This design comes from an exercise in tuning for small area, a short achievable clock period and few clock cycles per item on the open sky130 flow, not from production work.
The RTL was checked by simulation tests, not by an equivalence proof against the original design.
No activity file was given, so power comes from the tool's default toggle rates.

==> flow/design.v <==
package vector_alu_pkg;
    typedef enum logic [2:0] {
        ALU_ADD = 3'b000,
        ALU_SUB = 3'b001,
        ALU_AND = 3'b010,
        ALU_OR  = 3'b011,
        ALU_XOR = 3'b100,
        ALU_SLL = 3'b101,
        ALU_SRA = 3'b110,
        ALU_MUL = 3'b111
    } alu_op_e;
    typedef enum logic [1:0] {
        IDLE = 2'd0,
        BUSY = 2'd1,
        DONE = 2'd2
    } state_e;
    localparam int FLAG_N = 3;
    localparam int FLAG_Z = 2;
    localparam int FLAG_C = 1;
    localparam int FLAG_V = 0;
endpackage
module vector_lane_front (
    input  logic [15:0] a,
    input  logic [15:0] b,
    input  logic        is_mul,
    input  logic        is_shift,
    input  logic        is_sra,
    input  logic        is_addsub,
    input  logic        is_sub,
    input  logic        is_and,
    input  logic        is_or,
    input  logic        is_xor,
    output logic [15:0] s,
    output logic [15:0] c
);
    logic [15:0] am, bm, oh, lg, ar;
    assign am = is_sra ? {a[0], a[1], a[2], a[3], a[4], a[5], a[6], a[7], a[8], a[9], a[10], a[11], a[12], a[13], a[14], a[15]} : a;
    assign oh = 16'd1 << b[3:0];
    assign bm = ({16{is_mul}} & b) | ({16{is_shift}} & oh) | {15'd0, is_addsub};
    assign lg = ({16{is_and}} & (a & b)) | ({16{is_or}} & (a | b)) | ({16{is_xor}} & (a ^ b));
    assign ar = ({16{is_addsub}} & (b ^ {16{is_sub}})) | lg;
    logic one0, two0, neg0;
    logic [15:0] pp0;
    assign one0 = bm[0] ^ 1'b0;
    assign two0 = (bm[1] & ~bm[0] & ~1'b0) | (~bm[1] & bm[0] & 1'b0);
    assign neg0 = bm[1] & ~(bm[0] & 1'b0);
    assign pp0[0] = (one0 & am[0]) ^ neg0;
    assign pp0[1] = ((one0 & am[1]) | (two0 & am[0])) ^ neg0;
    assign pp0[2] = ((one0 & am[2]) | (two0 & am[1])) ^ neg0;
    assign pp0[3] = ((one0 & am[3]) | (two0 & am[2])) ^ neg0;
    assign pp0[4] = ((one0 & am[4]) | (two0 & am[3])) ^ neg0;
    assign pp0[5] = ((one0 & am[5]) | (two0 & am[4])) ^ neg0;
    assign pp0[6] = ((one0 & am[6]) | (two0 & am[5])) ^ neg0;
    assign pp0[7] = ((one0 & am[7]) | (two0 & am[6])) ^ neg0;
    assign pp0[8] = ((one0 & am[8]) | (two0 & am[7])) ^ neg0;
    assign pp0[9] = ((one0 & am[9]) | (two0 & am[8])) ^ neg0;
    assign pp0[10] = ((one0 & am[10]) | (two0 & am[9])) ^ neg0;
    assign pp0[11] = ((one0 & am[11]) | (two0 & am[10])) ^ neg0;
    assign pp0[12] = ((one0 & am[12]) | (two0 & am[11])) ^ neg0;
    assign pp0[13] = ((one0 & am[13]) | (two0 & am[12])) ^ neg0;
    assign pp0[14] = ((one0 & am[14]) | (two0 & am[13])) ^ neg0;
    assign pp0[15] = ((one0 & am[15]) | (two0 & am[14])) ^ neg0;
    logic one1, two1, neg1;
    logic [13:0] pp1;
    assign one1 = bm[2] ^ bm[1];
    assign two1 = (bm[3] & ~bm[2] & ~bm[1]) | (~bm[3] & bm[2] & bm[1]);
    assign neg1 = bm[3] & ~(bm[2] & bm[1]);
    assign pp1[0] = (one1 & am[0]) ^ neg1;
    assign pp1[1] = ((one1 & am[1]) | (two1 & am[0])) ^ neg1;
    assign pp1[2] = ((one1 & am[2]) | (two1 & am[1])) ^ neg1;
    assign pp1[3] = ((one1 & am[3]) | (two1 & am[2])) ^ neg1;
    assign pp1[4] = ((one1 & am[4]) | (two1 & am[3])) ^ neg1;
    assign pp1[5] = ((one1 & am[5]) | (two1 & am[4])) ^ neg1;
    assign pp1[6] = ((one1 & am[6]) | (two1 & am[5])) ^ neg1;
    assign pp1[7] = ((one1 & am[7]) | (two1 & am[6])) ^ neg1;
    assign pp1[8] = ((one1 & am[8]) | (two1 & am[7])) ^ neg1;
    assign pp1[9] = ((one1 & am[9]) | (two1 & am[8])) ^ neg1;
    assign pp1[10] = ((one1 & am[10]) | (two1 & am[9])) ^ neg1;
    assign pp1[11] = ((one1 & am[11]) | (two1 & am[10])) ^ neg1;
    assign pp1[12] = ((one1 & am[12]) | (two1 & am[11])) ^ neg1;
    assign pp1[13] = ((one1 & am[13]) | (two1 & am[12])) ^ neg1;
    logic one2, two2, neg2;
    logic [11:0] pp2;
    assign one2 = bm[4] ^ bm[3];
    assign two2 = (bm[5] & ~bm[4] & ~bm[3]) | (~bm[5] & bm[4] & bm[3]);
    assign neg2 = bm[5] & ~(bm[4] & bm[3]);
    assign pp2[0] = (one2 & am[0]) ^ neg2;
    assign pp2[1] = ((one2 & am[1]) | (two2 & am[0])) ^ neg2;
    assign pp2[2] = ((one2 & am[2]) | (two2 & am[1])) ^ neg2;
    assign pp2[3] = ((one2 & am[3]) | (two2 & am[2])) ^ neg2;
    assign pp2[4] = ((one2 & am[4]) | (two2 & am[3])) ^ neg2;
    assign pp2[5] = ((one2 & am[5]) | (two2 & am[4])) ^ neg2;
    assign pp2[6] = ((one2 & am[6]) | (two2 & am[5])) ^ neg2;
    assign pp2[7] = ((one2 & am[7]) | (two2 & am[6])) ^ neg2;
    assign pp2[8] = ((one2 & am[8]) | (two2 & am[7])) ^ neg2;
    assign pp2[9] = ((one2 & am[9]) | (two2 & am[8])) ^ neg2;
    assign pp2[10] = ((one2 & am[10]) | (two2 & am[9])) ^ neg2;
    assign pp2[11] = ((one2 & am[11]) | (two2 & am[10])) ^ neg2;
    logic one3, two3, neg3;
    logic [9:0] pp3;
    assign one3 = bm[6] ^ bm[5];
    assign two3 = (bm[7] & ~bm[6] & ~bm[5]) | (~bm[7] & bm[6] & bm[5]);
    assign neg3 = bm[7] & ~(bm[6] & bm[5]);
    assign pp3[0] = (one3 & am[0]) ^ neg3;
    assign pp3[1] = ((one3 & am[1]) | (two3 & am[0])) ^ neg3;
    assign pp3[2] = ((one3 & am[2]) | (two3 & am[1])) ^ neg3;
    assign pp3[3] = ((one3 & am[3]) | (two3 & am[2])) ^ neg3;
    assign pp3[4] = ((one3 & am[4]) | (two3 & am[3])) ^ neg3;
    assign pp3[5] = ((one3 & am[5]) | (two3 & am[4])) ^ neg3;
    assign pp3[6] = ((one3 & am[6]) | (two3 & am[5])) ^ neg3;
    assign pp3[7] = ((one3 & am[7]) | (two3 & am[6])) ^ neg3;
    assign pp3[8] = ((one3 & am[8]) | (two3 & am[7])) ^ neg3;
    assign pp3[9] = ((one3 & am[9]) | (two3 & am[8])) ^ neg3;
    logic one4, two4, neg4;
    logic [7:0] pp4;
    assign one4 = bm[8] ^ bm[7];
    assign two4 = (bm[9] & ~bm[8] & ~bm[7]) | (~bm[9] & bm[8] & bm[7]);
    assign neg4 = bm[9] & ~(bm[8] & bm[7]);
    assign pp4[0] = (one4 & am[0]) ^ neg4;
    assign pp4[1] = ((one4 & am[1]) | (two4 & am[0])) ^ neg4;
    assign pp4[2] = ((one4 & am[2]) | (two4 & am[1])) ^ neg4;
    assign pp4[3] = ((one4 & am[3]) | (two4 & am[2])) ^ neg4;
    assign pp4[4] = ((one4 & am[4]) | (two4 & am[3])) ^ neg4;
    assign pp4[5] = ((one4 & am[5]) | (two4 & am[4])) ^ neg4;
    assign pp4[6] = ((one4 & am[6]) | (two4 & am[5])) ^ neg4;
    assign pp4[7] = ((one4 & am[7]) | (two4 & am[6])) ^ neg4;
    logic one5, two5, neg5;
    logic [5:0] pp5;
    assign one5 = bm[10] ^ bm[9];
    assign two5 = (bm[11] & ~bm[10] & ~bm[9]) | (~bm[11] & bm[10] & bm[9]);
    assign neg5 = bm[11] & ~(bm[10] & bm[9]);
    assign pp5[0] = (one5 & am[0]) ^ neg5;
    assign pp5[1] = ((one5 & am[1]) | (two5 & am[0])) ^ neg5;
    assign pp5[2] = ((one5 & am[2]) | (two5 & am[1])) ^ neg5;
    assign pp5[3] = ((one5 & am[3]) | (two5 & am[2])) ^ neg5;
    assign pp5[4] = ((one5 & am[4]) | (two5 & am[3])) ^ neg5;
    assign pp5[5] = ((one5 & am[5]) | (two5 & am[4])) ^ neg5;
    logic one6, two6, neg6;
    logic [3:0] pp6;
    assign one6 = bm[12] ^ bm[11];
    assign two6 = (bm[13] & ~bm[12] & ~bm[11]) | (~bm[13] & bm[12] & bm[11]);
    assign neg6 = bm[13] & ~(bm[12] & bm[11]);
    assign pp6[0] = (one6 & am[0]) ^ neg6;
    assign pp6[1] = ((one6 & am[1]) | (two6 & am[0])) ^ neg6;
    assign pp6[2] = ((one6 & am[2]) | (two6 & am[1])) ^ neg6;
    assign pp6[3] = ((one6 & am[3]) | (two6 & am[2])) ^ neg6;
    logic one7, two7, neg7;
    logic [1:0] pp7;
    assign one7 = bm[14] ^ bm[13];
    assign two7 = (bm[15] & ~bm[14] & ~bm[13]) | (~bm[15] & bm[14] & bm[13]);
    assign neg7 = bm[15] & ~(bm[14] & bm[13]);
    assign pp7[0] = (one7 & am[0]) ^ neg7;
    assign pp7[1] = ((one7 & am[1]) | (two7 & am[0])) ^ neg7;
    logic t1, t2;
    assign t1 = pp0[14] ^ pp1[12];
    assign t2 = pp0[14] & pp1[12];
    logic t3;
    assign t3 = pp0[15] ^ pp1[13];
    logic t4, t5;
    assign t4 = pp0[8] ^ pp1[6];
    assign t5 = pp0[8] & pp1[6];
    logic t6, t7;
    assign t6 = pp0[9] ^ pp1[7];
    assign t7 = pp0[9] & pp1[7];
    logic t8, t9;
    assign t8 = pp0[10] ^ pp1[8] ^ pp2[6];
    assign t9 = (pp0[10] & pp1[8]) | (pp0[10] & pp2[6]) | (pp1[8] & pp2[6]);
    logic t10, t11;
    assign t10 = pp3[4] ^ pp4[2];
    assign t11 = pp3[4] & pp4[2];
    logic t12, t13;
    assign t12 = pp0[11] ^ pp1[9] ^ pp2[7];
    assign t13 = (pp0[11] & pp1[9]) | (pp0[11] & pp2[7]) | (pp1[9] & pp2[7]);
    logic t14, t15;
    assign t14 = pp3[5] ^ pp4[3];
    assign t15 = pp3[5] & pp4[3];
    logic t16, t17;
    assign t16 = pp0[12] ^ pp1[10] ^ pp2[8];
    assign t17 = (pp0[12] & pp1[10]) | (pp0[12] & pp2[8]) | (pp1[10] & pp2[8]);
    logic t18, t19;
    assign t18 = pp3[6] ^ pp4[4] ^ pp5[2];
    assign t19 = (pp3[6] & pp4[4]) | (pp3[6] & pp5[2]) | (pp4[4] & pp5[2]);
    logic t20, t21;
    assign t20 = pp6[0] ^ neg6;
    assign t21 = pp6[0] & neg6;
    logic t22, t23;
    assign t22 = pp0[13] ^ pp1[11] ^ pp2[9];
    assign t23 = (pp0[13] & pp1[11]) | (pp0[13] & pp2[9]) | (pp1[11] & pp2[9]);
    logic t24, t25;
    assign t24 = pp3[7] ^ pp4[5] ^ pp5[3];
    assign t25 = (pp3[7] & pp4[5]) | (pp3[7] & pp5[3]) | (pp4[5] & pp5[3]);
    logic t26, t27;
    assign t26 = pp6[1] ^ ar[13];
    assign t27 = pp6[1] & ar[13];
    logic t28, t29;
    assign t28 = t1 ^ pp2[10] ^ pp3[8];
    assign t29 = (t1 & pp2[10]) | (t1 & pp3[8]) | (pp2[10] & pp3[8]);
    logic t30, t31;
    assign t30 = pp4[6] ^ pp5[4] ^ pp6[2];
    assign t31 = (pp4[6] & pp5[4]) | (pp4[6] & pp6[2]) | (pp5[4] & pp6[2]);
    logic t32, t33;
    assign t32 = pp7[0] ^ neg7 ^ ar[14];
    assign t33 = (pp7[0] & neg7) | (pp7[0] & ar[14]) | (neg7 & ar[14]);
    logic t34;
    assign t34 = t3 ^ pp2[11] ^ pp3[9];
    logic t35;
    assign t35 = pp4[7] ^ pp5[5] ^ pp6[3];
    logic t36;
    assign t36 = pp7[1] ^ ar[15] ^ t2;
    logic t37, t38;
    assign t37 = pp0[4] ^ pp1[2];
    assign t38 = pp0[4] & pp1[2];
    logic t39, t40;
    assign t39 = pp0[5] ^ pp1[3];
    assign t40 = pp0[5] & pp1[3];
    logic t41, t42;
    assign t41 = pp0[6] ^ pp1[4] ^ pp2[2];
    assign t42 = (pp0[6] & pp1[4]) | (pp0[6] & pp2[2]) | (pp1[4] & pp2[2]);
    logic t43, t44;
    assign t43 = pp3[0] ^ neg3;
    assign t44 = pp3[0] & neg3;
    logic t45, t46;
    assign t45 = pp0[7] ^ pp1[5] ^ pp2[3];
    assign t46 = (pp0[7] & pp1[5]) | (pp0[7] & pp2[3]) | (pp1[5] & pp2[3]);
    logic t47, t48;
    assign t47 = pp3[1] ^ ar[7];
    assign t48 = pp3[1] & ar[7];
    logic t49, t50;
    assign t49 = t4 ^ pp2[4] ^ pp3[2];
    assign t50 = (t4 & pp2[4]) | (t4 & pp3[2]) | (pp2[4] & pp3[2]);
    logic t51, t52;
    assign t51 = pp4[0] ^ neg4 ^ ar[8];
    assign t52 = (pp4[0] & neg4) | (pp4[0] & ar[8]) | (neg4 & ar[8]);
    logic t53, t54;
    assign t53 = t6 ^ pp2[5] ^ pp3[3];
    assign t54 = (t6 & pp2[5]) | (t6 & pp3[3]) | (pp2[5] & pp3[3]);
    logic t55, t56;
    assign t55 = pp4[1] ^ ar[9] ^ t5;
    assign t56 = (pp4[1] & ar[9]) | (pp4[1] & t5) | (ar[9] & t5);
    logic t57, t58;
    assign t57 = t8 ^ t10 ^ pp5[0];
    assign t58 = (t8 & t10) | (t8 & pp5[0]) | (t10 & pp5[0]);
    logic t59, t60;
    assign t59 = neg5 ^ ar[10] ^ t7;
    assign t60 = (neg5 & ar[10]) | (neg5 & t7) | (ar[10] & t7);
    logic t61, t62;
    assign t61 = t12 ^ t14 ^ pp5[1];
    assign t62 = (t12 & t14) | (t12 & pp5[1]) | (t14 & pp5[1]);
    logic t63, t64;
    assign t63 = ar[11] ^ t9 ^ t11;
    assign t64 = (ar[11] & t9) | (ar[11] & t11) | (t9 & t11);
    logic t65, t66;
    assign t65 = t16 ^ t18 ^ t20;
    assign t66 = (t16 & t18) | (t16 & t20) | (t18 & t20);
    logic t67, t68;
    assign t67 = ar[12] ^ t13 ^ t15;
    assign t68 = (ar[12] & t13) | (ar[12] & t15) | (t13 & t15);
    logic t69, t70;
    assign t69 = t22 ^ t24 ^ t26;
    assign t70 = (t22 & t24) | (t22 & t26) | (t24 & t26);
    logic t71, t72;
    assign t71 = t17 ^ t19 ^ t21;
    assign t72 = (t17 & t19) | (t17 & t21) | (t19 & t21);
    logic t73, t74;
    assign t73 = t28 ^ t30 ^ t32;
    assign t74 = (t28 & t30) | (t28 & t32) | (t30 & t32);
    logic t75, t76;
    assign t75 = t23 ^ t25 ^ t27;
    assign t76 = (t23 & t25) | (t23 & t27) | (t25 & t27);
    logic t77;
    assign t77 = t34 ^ t35 ^ t36;
    logic t78;
    assign t78 = t29 ^ t31 ^ t33;
    logic t79, t80;
    assign t79 = pp0[0] ^ neg0;
    assign t80 = pp0[0] & neg0;
    logic t81, t82;
    assign t81 = pp0[2] ^ pp1[0];
    assign t82 = pp0[2] & pp1[0];
    logic t83, t84;
    assign t83 = pp0[3] ^ pp1[1];
    assign t84 = pp0[3] & pp1[1];
    logic t85, t86;
    assign t85 = t37 ^ pp2[0] ^ neg2;
    assign t86 = (t37 & pp2[0]) | (t37 & neg2) | (pp2[0] & neg2);
    logic t87, t88;
    assign t87 = t39 ^ pp2[1] ^ ar[5];
    assign t88 = (t39 & pp2[1]) | (t39 & ar[5]) | (pp2[1] & ar[5]);
    logic t89, t90;
    assign t89 = t41 ^ t43 ^ ar[6];
    assign t90 = (t41 & t43) | (t41 & ar[6]) | (t43 & ar[6]);
    logic t91, t92;
    assign t91 = t45 ^ t47 ^ t42;
    assign t92 = (t45 & t47) | (t45 & t42) | (t47 & t42);
    logic t93, t94;
    assign t93 = t49 ^ t51 ^ t46;
    assign t94 = (t49 & t51) | (t49 & t46) | (t51 & t46);
    logic t95, t96;
    assign t95 = t53 ^ t55 ^ t50;
    assign t96 = (t53 & t55) | (t53 & t50) | (t55 & t50);
    logic t97, t98;
    assign t97 = t57 ^ t59 ^ t54;
    assign t98 = (t57 & t59) | (t57 & t54) | (t59 & t54);
    logic t99, t100;
    assign t99 = t61 ^ t63 ^ t58;
    assign t100 = (t61 & t63) | (t61 & t58) | (t63 & t58);
    logic t101, t102;
    assign t101 = t65 ^ t67 ^ t62;
    assign t102 = (t65 & t67) | (t65 & t62) | (t67 & t62);
    logic t103, t104;
    assign t103 = t69 ^ t71 ^ t66;
    assign t104 = (t69 & t71) | (t69 & t66) | (t71 & t66);
    logic t105, t106;
    assign t105 = t73 ^ t75 ^ t70;
    assign t106 = (t73 & t75) | (t73 & t70) | (t75 & t70);
    logic t107;
    assign t107 = t77 ^ t78 ^ t74;
    logic t108, t109;
    assign t108 = t79 ^ ar[0];
    assign t109 = t79 & ar[0];
    logic t110, t111;
    assign t110 = pp0[1] ^ ar[1] ^ t80;
    assign t111 = (pp0[1] & ar[1]) | (pp0[1] & t80) | (ar[1] & t80);
    logic t112, t113;
    assign t112 = t81 ^ neg1 ^ ar[2];
    assign t113 = (t81 & neg1) | (t81 & ar[2]) | (neg1 & ar[2]);
    logic t114, t115;
    assign t114 = t83 ^ ar[3] ^ t82;
    assign t115 = (t83 & ar[3]) | (t83 & t82) | (ar[3] & t82);
    logic t116, t117;
    assign t116 = t85 ^ ar[4] ^ t84;
    assign t117 = (t85 & ar[4]) | (t85 & t84) | (ar[4] & t84);
    logic t118, t119;
    assign t118 = t87 ^ t38 ^ t86;
    assign t119 = (t87 & t38) | (t87 & t86) | (t38 & t86);
    logic t120, t121;
    assign t120 = t89 ^ t40 ^ t88;
    assign t121 = (t89 & t40) | (t89 & t88) | (t40 & t88);
    logic t122, t123;
    assign t122 = t91 ^ t44 ^ t90;
    assign t123 = (t91 & t44) | (t91 & t90) | (t44 & t90);
    logic t124, t125;
    assign t124 = t93 ^ t48 ^ t92;
    assign t125 = (t93 & t48) | (t93 & t92) | (t48 & t92);
    logic t126, t127;
    assign t126 = t95 ^ t52 ^ t94;
    assign t127 = (t95 & t52) | (t95 & t94) | (t52 & t94);
    logic t128, t129;
    assign t128 = t97 ^ t56 ^ t96;
    assign t129 = (t97 & t56) | (t97 & t96) | (t56 & t96);
    logic t130, t131;
    assign t130 = t99 ^ t60 ^ t98;
    assign t131 = (t99 & t60) | (t99 & t98) | (t60 & t98);
    logic t132, t133;
    assign t132 = t101 ^ t64 ^ t100;
    assign t133 = (t101 & t64) | (t101 & t100) | (t64 & t100);
    logic t134, t135;
    assign t134 = t103 ^ t68 ^ t102;
    assign t135 = (t103 & t68) | (t103 & t102) | (t68 & t102);
    logic t136, t137;
    assign t136 = t105 ^ t72 ^ t104;
    assign t137 = (t105 & t72) | (t105 & t104) | (t72 & t104);
    logic t138;
    assign t138 = t107 ^ t76 ^ t106;
    assign s[0] = t108;
    assign c[0] = is_sub;
    assign s[1] = t110;
    assign c[1] = t109;
    assign s[2] = t112;
    assign c[2] = t111;
    assign s[3] = t114;
    assign c[3] = t113;
    assign s[4] = t116;
    assign c[4] = t115;
    assign s[5] = t118;
    assign c[5] = t117;
    assign s[6] = t120;
    assign c[6] = t119;
    assign s[7] = t122;
    assign c[7] = t121;
    assign s[8] = t124;
    assign c[8] = t123;
    assign s[9] = t126;
    assign c[9] = t125;
    assign s[10] = t128;
    assign c[10] = t127;
    assign s[11] = t130;
    assign c[11] = t129;
    assign s[12] = t132;
    assign c[12] = t131;
    assign s[13] = t134;
    assign c[13] = t133;
    assign s[14] = t136;
    assign c[14] = t135;
    assign s[15] = t138;
    assign c[15] = t137;
endmodule
module vector_lane_back (
    input  logic [15:0] s,
    input  logic [15:0] c,
    input  logic        a15,
    input  logic        bp15,
    input  logic [3:0]  sh,
    input  logic        is_addsub,
    input  logic        is_sra,
    input  logic        sat,
    output logic [15:0] y,
    output logic [3:0]  flags
);
    logic [15:0] sum, ysh, hm, ypre;
    logic        c15, ovf, cout;
    assign sum  = s + c;
    assign c15  = sum[15] ^ a15 ^ bp15;
    assign cout = is_addsub & ((a15 & bp15) | (a15 & c15) | (bp15 & c15));
    assign ovf  = is_addsub & (a15 == bp15) & (sum[15] != a15);
    assign hm[0] = a15 & (4'd15 < sh);
    assign hm[1] = a15 & (4'd14 < sh);
    assign hm[2] = a15 & (4'd13 < sh);
    assign hm[3] = a15 & (4'd12 < sh);
    assign hm[4] = a15 & (4'd11 < sh);
    assign hm[5] = a15 & (4'd10 < sh);
    assign hm[6] = a15 & (4'd9 < sh);
    assign hm[7] = a15 & (4'd8 < sh);
    assign hm[8] = a15 & (4'd7 < sh);
    assign hm[9] = a15 & (4'd6 < sh);
    assign hm[10] = a15 & (4'd5 < sh);
    assign hm[11] = a15 & (4'd4 < sh);
    assign hm[12] = a15 & (4'd3 < sh);
    assign hm[13] = a15 & (4'd2 < sh);
    assign hm[14] = a15 & (4'd1 < sh);
    assign hm[15] = a15 & (4'd0 < sh);
    assign ysh  = {sum[0], sum[1], sum[2], sum[3], sum[4], sum[5], sum[6], sum[7], sum[8], sum[9], sum[10], sum[11], sum[12], sum[13], sum[14], sum[15]} | hm;
    assign ypre = is_sra ? ysh : sum;
    assign y    = (sat & ovf) ? {a15, {15{~a15}}} : ypre;
    assign flags = {y[15], (y == 16'd0), cout, ovf};
endmodule
import vector_alu_pkg::*;
module vector_alu_folded
#(
    parameter  int ELEM_W    = 16,
    parameter  int NUM_ELEMS = 16,
    parameter  int LANES     = 16,
    localparam int VEC_W     = NUM_ELEMS * ELEM_W
) (
    input  logic                   clk,
    input  logic                   rst,
    input  logic                   in_valid,
    output logic                   in_ready,
    input  logic [VEC_W-1:0]       A,
    input  logic [VEC_W-1:0]       B,
    input  logic [2:0]             ALUControl,
    input  logic                   sat,
    output logic                   out_valid,
    input  logic                   out_ready,
    output logic [VEC_W-1:0]       result,
    output logic [4*NUM_ELEMS-1:0] flags
);
    logic out_valid_q;
    logic load;
    logic is_mul, is_shift, is_sra, is_addsub, is_sub, is_and, is_or, is_xor;
    assign load      = ~out_valid_q | out_ready;
    assign in_ready  = load & ~rst;
    assign out_valid = out_valid_q;
    assign is_addsub = (ALUControl == ALU_ADD) | (ALUControl == ALU_SUB);
    assign is_sub    = (ALUControl == ALU_SUB);
    assign is_and    = (ALUControl == ALU_AND);
    assign is_or     = (ALUControl == ALU_OR);
    assign is_xor    = (ALUControl == ALU_XOR);
    assign is_sra    = (ALUControl == ALU_SRA);
    assign is_shift  = (ALUControl == ALU_SLL) | (ALUControl == ALU_SRA);
    assign is_mul    = (ALUControl == ALU_MUL);
    always_ff @(posedge clk) begin
        if (rst) out_valid_q <= 1'b0;
        else if (load) out_valid_q <= in_valid;
    end
    logic is_addsub_q, is_sra_q, sat_q;
    always_ff @(posedge clk) begin
        if (load) begin
            is_addsub_q <= is_addsub;
            is_sra_q    <= is_sra;
            sat_q       <= sat;
        end
    end
    for (genvar i = 0; i < NUM_ELEMS; i++) begin : g_elem
        logic [15:0] a, b, s, c, y;
        logic [3:0]  f;
        assign a = A[16*i +: 16];
        assign b = B[16*i +: 16];
        vector_lane_front u_front (
            .a(a), .b(b), .is_mul(is_mul), .is_shift(is_shift), .is_sra(is_sra),
            .is_addsub(is_addsub), .is_sub(is_sub), .is_and(is_and), .is_or(is_or),
            .is_xor(is_xor), .s(s), .c(c)
        );
        logic [15:0] s_q, c_q;
        logic        a15_q, bp15_q;
        logic [3:0]  sh_q;
        always_ff @(posedge clk) begin
            if (load) begin
                s_q    <= s;
                c_q    <= c;
                a15_q  <= a[15];
                bp15_q <= b[15] ^ is_sub;
                sh_q   <= b[3:0];
            end
        end
        vector_lane_back u_back (
            .s(s_q), .c(c_q), .a15(a15_q), .bp15(bp15_q), .sh(sh_q),
            .is_addsub(is_addsub_q), .is_sra(is_sra_q), .sat(sat_q), .y(y), .flags(f)
        );
        assign result[16*i +: 16] = y;
        assign flags[4*i +: 4]    = f;
    end
endmodule
==> flow/run.sh <==
#!/bin/bash
# synth_recipe.tcl (not shown) runs the flow's synth.tcl, then flattens the netlist and writes it again
# the make line also repeats each setting of config.mk as NAME=value (left out here)
make -C /OpenROAD-flow-scripts/flow DESIGN_CONFIG=/design/flow/config.mk WORK_HOME=/design/flow/orfs CLKGATE_MAP_FILE= SYNTH_SCRIPT=/design/flow/synth_recipe.tcl finish
==> flow/config.mk <==
export PLATFORM = sky130hd
export DESIGN_NAME = vector_alu_folded
export DESIGN_NICKNAME = vector_alu_folded
export VERILOG_FILES = /design/flow/design.v
export SDC_FILE = /design/flow/constraint.sdc
export NUM_CORES = 4
export LEC_CHECK = 0
export CAP_MARGIN = 20
export CORE_MARGIN = 2
export CORE_UTILIZATION = 40
export SLEW_MARGIN = 20
==> flow/constraint.sdc <==
create_clock -name core_clock -period 13.0 [get_ports {clk}]
set_input_delay 2.6000 -clock core_clock [delete_from_list [all_inputs] [get_ports {clk}]]
set_output_delay 2.6000 -clock core_clock [all_outputs]
set_load 0.01 [all_outputs]
==> run notes <==
worst max path at each step:
| stage | startpoint | cells after the start | end |
|---|---|---|---|
| 3_3_place_gp | ALUControl[1] | 27 | g_elem[7].s_q[15]$_DFFE_PN_ |
| 6_report | ALUControl[1] | 27 | g_elem[7].s_q[15]$_DFFE_PN_ |
| 5_1_grt | ALUControl[1] | 27 | g_elem[7].s_q[15]$_DFFE_PN_ |
| 3_5_place_dp | ALUControl[1] | 27 | g_elem[7].s_q[15]$_DFFE_PN_ |
| 2_1_floorplan | out_ready | 2 | g_elem[0].a15_q$_DFFE_PN_ |
| 4_1_cts | ALUControl[1] | 27 | g_elem[7].s_q[15]$_DFFE_PN_ |
cells by family after synthesis:
family,after synthesis,share of synthesized area
simple gates,2866,0.118
compound gates,3994,0.223
fa+ha+maj,1872,0.265
xor+xnor,1423,0.114
buf+inv,2300,0.0817
mux,394,0.0363
flops,597,0.162
metal layers:
metal / global-route usage / up-vias / share of wire
li1: - / 47800 / -
met1: 0.408 / 49200 / 0.43
met2: 0.464 / 4382 / 0.45
met3: 0.0407 / 790 / 0.073
met4: 0.145 / 18 / 0.048
met5: 0 / - / 0.00027
state kept, by name, indices dropped and copies added (netlist names), 16 cells and up:
name / flops
g_elem.a15_q: 16
g_elem.s_q: 256
g_elem.sh_q: 64
g_elem.c_q: 241
g_elem.bp15_q: 16
metrics by stage:
stage | area, sq um | hold slack [ps] | utilization | std cells
floorplan | 110000 | 656 | - | 13400
detailed placement | 122000 | 641 | 0.447 | 17500
CTS | 125000 | 654 | 0.458 | 17600
global route | 126000 | 730 | 0.459 | 17700
finish | 126000 | 651 | 0.459 | 17700
global placement | 122000 | 632 | 0.447 | 17500
worst max-delay path, stage by stage:
cell     delay (ps)
buf_8           430
xor2_2          240
nand2_8         530
buf_4           320
nor3_2           90
a22oi_2         640
inv_2           210
a31oi_1         800
o22ai_1         170
xor2_1          200
ha_1            290
inv_1            50
fa_1            560
inv_1            70
fa_1            540
inv_1            60
fa_1            430
xnor2_1         150
xnor2_1         190
xnor2_1         160
xnor2_1         160
xnor2_1         160
xnor2_1         160
xnor2_1         150
xnor3_1         240
xnor2_1         190
xnor2_1          90
power by group:
part,switching [mW],total [mW],internal (mW)
clock,1.06,2.57,1.51
sequential,0.285,3.28,3.00
combinational,7.28,13.0,5.68
cell usage in the layout (no fill, tap or decap), types with 31 or more instances in the layout:
cell type and n:
nand2b_1 47, a21oi_1 790, nor3_2 32, nand3_1 127
nor3_1 386, o21ai_1 79, nor4_1 34, o22ai_1 631
and2_1 46, clkbuf_16 86, fa_1 768, mux2i_1 361
nor2b_1 72, a21boi_1 89, or2_2 35, edfxtp_1 596
clkdlybuf4s50_1 838, o31ai_1 32, a22oi_1 390, o21ai_0 1184
diode_2 96, a22o_1 31, a21o_1 82, o21bai_1 35
and3_1 37, a32oi_1 43, inv_1 1467, nand2_1 1205
xor2_1 456, a31oi_1 71, nor2_2 32, o21a_1 78
o22a_1 90, ha_1 1104, buf_4 291, or3_1 34
a21boi_0 108, mux2_2 31, nor2_1 659, xnor2_1 957
area by class of cell:
cell class | instances | area share
Inverter | 1484 | 0.0444
Sequential cell | 597 | 0.143
Clock inverter | 64 | 0.00665
Antenna cell | 96 | 0.00191
Multi-Input combinational cell | 10500 | 0.665
Clock buffer | 93 | 0.0173
Tap cell | 3686 | 0.0367
Timing Repair Buffer | 1141 | 0.0858
==> impl_results.md <==
* CP startpoint kind: input pin
* Mapped Area at approximately 110000 sq um
* Seq/Total Area, Yosys at 0.162
* Leak at around 55 nW
* Largest net degree at the start of global routing at 165
* Initial antenna violation count at roughly 160
* Core box area at between 200000 and 300000 sq um
* Post-synth EDFFs at ~600
* Share of cells above drive strength 1 at 0.0508
* Final HPWL DP at between 300000 and 400000 um
* HP Start: out_valid_q$_SDFFE_PP0N_
* Crit-path max FO at 66
* Status: finished clean
* CTS Sinks at between 500 and 600
* Netlist cell types at ~110
* FF+latch area at 17900 sq um
* Synth top area cells: edfxtp_1, fa_1, ha_1
* Hold EP: out_valid_q$_SDFFE_PP0N_
* Final Skew at around 51 ps
* Critical path class: in2reg
* Residual DRC count at 0
* Final Wtd Congestion at roughly 1
* Syn. warnings at 1
* Worst-Margin Slew at ~1300 ps
* H-Tree Depth at 3
* Worst Hold Class: reg2reg
* Synthesized Nets at 15800
* Starting Density at 0.402
* Die X at about 530 um
* Critical Path Sink Type: flop
* Filler Cell Count at between 20000 and 30000
* Synth-to-layout area growth at 13.9%
* DP Worst Slack at 2830 ps
* First-pass iteration count of the detailed router at 9
* Worst r2r path cells at 5
* Power consumption at approximately 19 mW
* IO Pins at 842
* Clock root cell: clkbuf_16
* Ys async rst share at 0
* Post-synth top area cell: edfxtp_1
* Multi-input gate area at between 80000 and 90000 sq um
* Most used DFF post-synth: edfxtp_1
* IO buf count at 841
* Post_cts resized at 0
* Setup TNS at 0 ps
* Vias per inst at 5.77
* Reg2reg start: out_valid_q$_SDFFE_PP0N_
* Final setup fails at 0
* WL/cell at roughly 24 um
* Top-count cell post-synth: inv_1
* Achievable Freq at ~110 MHz
* FF-to-FF End: g_elem[14].c_q[12]$_DFFE_PN_
* First-pass GRT wire length at approximately 640000 um
* Arrival time worst endpoint at between 9000 and 10000 ps
* P per Cell Area at around 150 nW/um^2
* Worst VDD drop at 0.181 mV
* WP data required at 13480 ps
* R2R setup slack at 9750 ps
* # hold bufs at CTS at 0
* Clk pin slew, worst setup/hold paths at roughly 80 ps
* Gr usage total at 0.299
* Total CTS buffers at between 80 and 90
* Synthesis-stage register bit count at just under 600
* Top-area cell type share of the netlist area at 0.162
* Final WL at approximately 430000 um
* Mean area per synthesized cell at 8.21 sq um
* DIE HEIGHT at 529 um
* Clock Latency Late Sink at 740 ps
* Final Hold Fails at 0
* Minimum clock period at between 9000 and 10000 ps
* Post-detailed-route count of antenna-violating nets at 0
* Final setup margin at approximately 3500 ps
* Die ar. at about 280000 sq um
* Max cap viols at 0
* Cell count after synthesis at 13400
* Worst rel slew slack at 0.105
* Final period util at 0.730
* Routed via count at 102000
* Post-CTS setup buffers at 0
* # rows at 192
* First DRT Iteration DRCs at 10500
* Post-synth top cells: inv_1, nand2_1, o21ai_0
* CTS tree: built
* Gr ovfl total at 0
* Clock Path Buffers at 3
* Final Net Count at between 15000 and 20000
* RSZ-0062 raised after global routing: no
* Slew Viols, Final at 0
* Min-Delay Path Depth at 3
* Vias in the first global route at about 96000
Testbench counts, summed over its fixed seeds: cycles 2,056, items 2,048.

afterwards: timing with drivers on the ports:
Ports are ideal in the flow. The routed layout listed here was re-timed in OpenROAD. Step 1 assumes that a clkbuf_16 drives the clock port and a buf_2 every other input. Step 2, shift: input delay + t, output delay - t, t = (earliest + latest rising clock arrival at the registers) / 2. This alone moves slack from input paths to output paths. a / b / c = no drivers / after step 1 / after step 2; a / b = the first two.
t (ns): 0.820
setup slack, ns: 3.510 / 3.560 / 2.740
hold WS [ns]: 0.651 / 0.651 / 0.651
clock arrival spread, ns: 0.058 / 0.058
slew at the worst register clock pin (ns): 0.08 / 0.08
After both steps this run still meets setup and hold. For this run, drivers alone change the setup slack by +0.050 ns; drivers and shift together by -0.770 ns.
